Context: an optimization exercise on an open-source flow, tuned for small area and a short achievable clock period. The choices shown serve that exercise and are no tape-out recipe.
Only simulation tests tie the RTL to the original design; equivalence was not proved.
Power and IR drop assume default switching activity.

Design adder_tree_25, start of the top module:
module adder_tree_25 (
    input  logic         clk,
    input  logic         rst,
    input  logic         in_valid,
    input  logic [399:0] in_data,
    output logic         res_valid,
    output logic [15:0]  res
);
    wire s1;
    wire c2;
    wire s3;
    wire c4;
    wire s5;
    wire c6;
    wire s7;
    wire c8;
    wire s9;
    wire c10;
    wire s11;
    wire c12;
    wire s13;
    wire c14;
    wire s15;
    wire c16;
    wire s17;
    wire c18;
    wire s19;
    wire c20;
    wire s21;
    wire c22;
    wire s23;
    wire c24;
    wire s25;
    wire c26;
    wire s27;
    wire c28;
    wire s29;
    wire c30;
    wire s31;
    wire c32;
    wire s33;
    wire c34;
    wire s35;
    wire c36;
    wire s37;
    wire c38;
    wire s39;
    wire c40;
    wire s41;
    wire c42;
    wire s43;
    wire c44;
    wire s45;
    wire c46;
    wire s47;
    wire c48;
    wire s49;
    wire c50;
    wire s51;
    wire c52;
    wire s53;
    wire c54;
    wire s55;
    wire c56;
    wire s57;
    wire c58;
    wire s59;
    wire c60;
    wire s61;
    wire c62;
    wire s63;
    wire c64;
    wire s65;
    wire c66;
    wire s67;
    wire c68;
    wire s69;
    wire c70;
    wire s71;
    wire c72;
    wire s73;
    wire c74;
    wire s75;
    wire c76;
    wire s77;
    wire c78;
    wire s79;
    wire c80;
    wire s81;
    wire c82;
    wire s83;
    wire c84;
    wire s85;
    wire c86;
    wire s87;
    wire c88;
    wire s89;
    wire c90;
    wire s91;
    wire c92;
    wire s93;
    wire c94;
    wire s95;
    wire c96;
    wire s97;
    wire c98;
    wire s99;
    wire c100;
    wire s101;
    wire c102;
    wire s103;
    wire c104;
    wire s105;
    wire c106;
    wire s107;
    wire c108;
    wire s109;
    wire c110;
    wire s111;
    wire c112;
    wire s113;
    wire c114;
  ...
==> flow/config.mk <==
export PLATFORM = sky130hd
export DESIGN_NAME = adder_tree_25
export DESIGN_NICKNAME = adder_tree_25
export VERILOG_FILES = /design/flow/design.v
export SDC_FILE = /design/flow/constraint.sdc
export NUM_CORES = 4
export LEC_CHECK = 0
export CAP_MARGIN = 20
export CORE_MARGIN = 2
export CORE_UTILIZATION = 40
export CTS_BUF_LIST = sky130_fd_sc_hd__clkbuf_8
export CTS_CLUSTER_DIAMETER = 50
export CTS_CLUSTER_SIZE = 14
export PLACE_DENSITY = 0.7
export SETUP_SLACK_MARGIN = 1.1
export SLEW_MARGIN = 20
==> flow/constraint.sdc <==
create_clock -name core_clock -period 3.0 [get_ports {clk}]
set_input_delay 0.6000 -clock core_clock [delete_from_list [all_inputs] [get_ports {clk}]]
set_output_delay 0.6000 -clock core_clock [all_outputs]
set_load 0.01 [all_outputs]
standard.sh (not shown) runs the stock make flow with config.mk's settings and CLKGATE_MAP_FILE= SYNTH_SCRIPT=/design/flow/synth_recipe.tcl, a recipe that flattens the netlist after the stock synthesis.
==> flow/flow/run.sh <==
#!/bin/bash
# Own layout flow: the standard flow (standard.sh) with two changes.
#  1. After the standard synthesis, fapol.py re-chooses the polarity of the
#     full-adder cells so that the inverters extract_fa leaves around them go;
#     a Yosys equivalence proof against the standard netlist must pass, else
#     the standard netlist is kept.
#  2. Port buffers are sky130_fd_sc_hd__buf_1 (every port still gets one).
# Each tool writes its full output to a log file of its own in this folder.
set -uo pipefail
export BUFFER_PORTS_ARGS="-buffer_cell sky130_fd_sc_hd__buf_1"
HERE=$(pwd)
bash standard.sh synth > synth.log 2>&1 || exit 1
NET=$HERE/orfs/results/sky130hd/adder_tree_25/base/1_2_yosys.v
cp "$NET" "$HERE/netlist_standard.v"
if python3 "$HERE/flow/fapol.py" "$HERE/netlist_standard.v" "$HERE/netlist_fapol.v" > fapol.log 2>&1; then
  cat > equiv.ys <<EOT
read_liberty -ignore_miss_func $FLOW_HOME/platforms/sky130hd/lib/sky130_fd_sc_hd__tt_025C_1v80.lib
read_verilog $HERE/netlist_standard.v
rename $FLOW_TOP gold
read_verilog $HERE/netlist_fapol.v
rename $FLOW_TOP gate
setattr -mod -unset top gold gate
flatten gold gate
rename -hide gold/w:_* gate/w:_*
equiv_make gold gate eq
hierarchy -top eq
equiv_simple -seq 0
equiv_induct
equiv_status -assert
EOT
  if yosys -s equiv.ys > equiv.log 2>&1; then
    cp "$HERE/netlist_fapol.v" "$NET"
    touch "$NET"
    echo "fapol netlist used" >> fapol.log
  else
    echo "equivalence failed: standard netlist kept" >> fapol.log
  fi
fi
bash standard.sh finish > finish.log 2>&1
Other scripts of this flow, unchanged in this note and not shown: flow/flow/fapol.py
The starting point finished clean.
Next try:
Settings changed: CTS_BUF_LIST sky130_fd_sc_hd__clkbuf_8 to not set, CTS_CLUSTER_DIAMETER 50 to not set, CTS_CLUSTER_SIZE 14 to not set, PLACE_DENSITY 0.7 to not set, SETUP_SLACK_MARGIN 1.1 to 0.8.
Outcome:
- non-clock buffer count went up by 2
- sequential share of layout area barely changes
- via count hardly moves
- sequential power barely changes
- global-route usage goes down by 1.1 points
Next try:
Settings changed: CORE_UTILIZATION 40 to 75, SETUP_SLACK_MARGIN 0.8 to 1.1.
- With this change the flow ended with an error in clock tree synthesis, error DPL-0033
- synthesized area stays the same
- synthesized cell count does not change
Next try:
Settings changed: CORE_UTILIZATION 75 to 40, CTS_BUF_LIST set to sky130_fd_sc_hd__clkbuf_4 sky130_fd_sc_hd__clkbuf_8, CTS_CLUSTER_SIZE set to 40.
Result: The new run completed with no timing, DRC or antenna violations; area after synthesis does not change; synthesized cell count is unchanged.
Next try:
Settings changed: CTS_BUF_LIST sky130_fd_sc_hd__clkbuf_4 sky130_fd_sc_hd__clkbuf_8 to not set, CTS_CLUSTER_SIZE 40 to not set, SETUP_SLACK_MARGIN 1.1 to 1.3.
Outcome: Design area climbs by a little under a tenth; worst hold slack gets better by 0.014 ns; power went up by a few percent; non-clock buffer count came out higher by 3; synthesized cell count stays the same.

## port drivers added, routing unchanged
The results above use ideal ports. As a check the final layouts listed here were re-extracted and re-timed, cells and wires unchanged.
Step 1 assumes that a clkbuf_16 drives the clock port and a buf_2 every other input.
Step 2, shift: input delay + t, output delay - t, t = (earliest + latest rising clock arrival at the registers) / 2. This alone moves slack from input paths to output paths.
Slacks: ideal ports / drivers / drivers and shift; pairs: ideal ports / drivers.
run	shift t [ns]	setup slack, ns	latest minus earliest clock arrival (ns)	worst register clock-pin slew, ns	pins driven straight from the clock port
the first run	0.560	1.069 / 1.069 / 0.561	0.033 / 0.032	0.09 / 0.09	1
the second run	0.543	0.963 / 0.963 / 0.542	0.021 / 0.022	0.06 / 0.06	1
the fourth run	0.541	1.095 / 1.095 / 0.596	0.023 / 0.024	0.06 / 0.06	1
the fifth run	0.538	1.059 / 1.059 / 0.622	0.008 / 0.009	0.06 / 0.06	1
After both steps setup and hold are still met in every run listed. The setup slack of the first run, which loses most, moves by 0.000 ns with the drivers and by -0.508 ns with both steps.
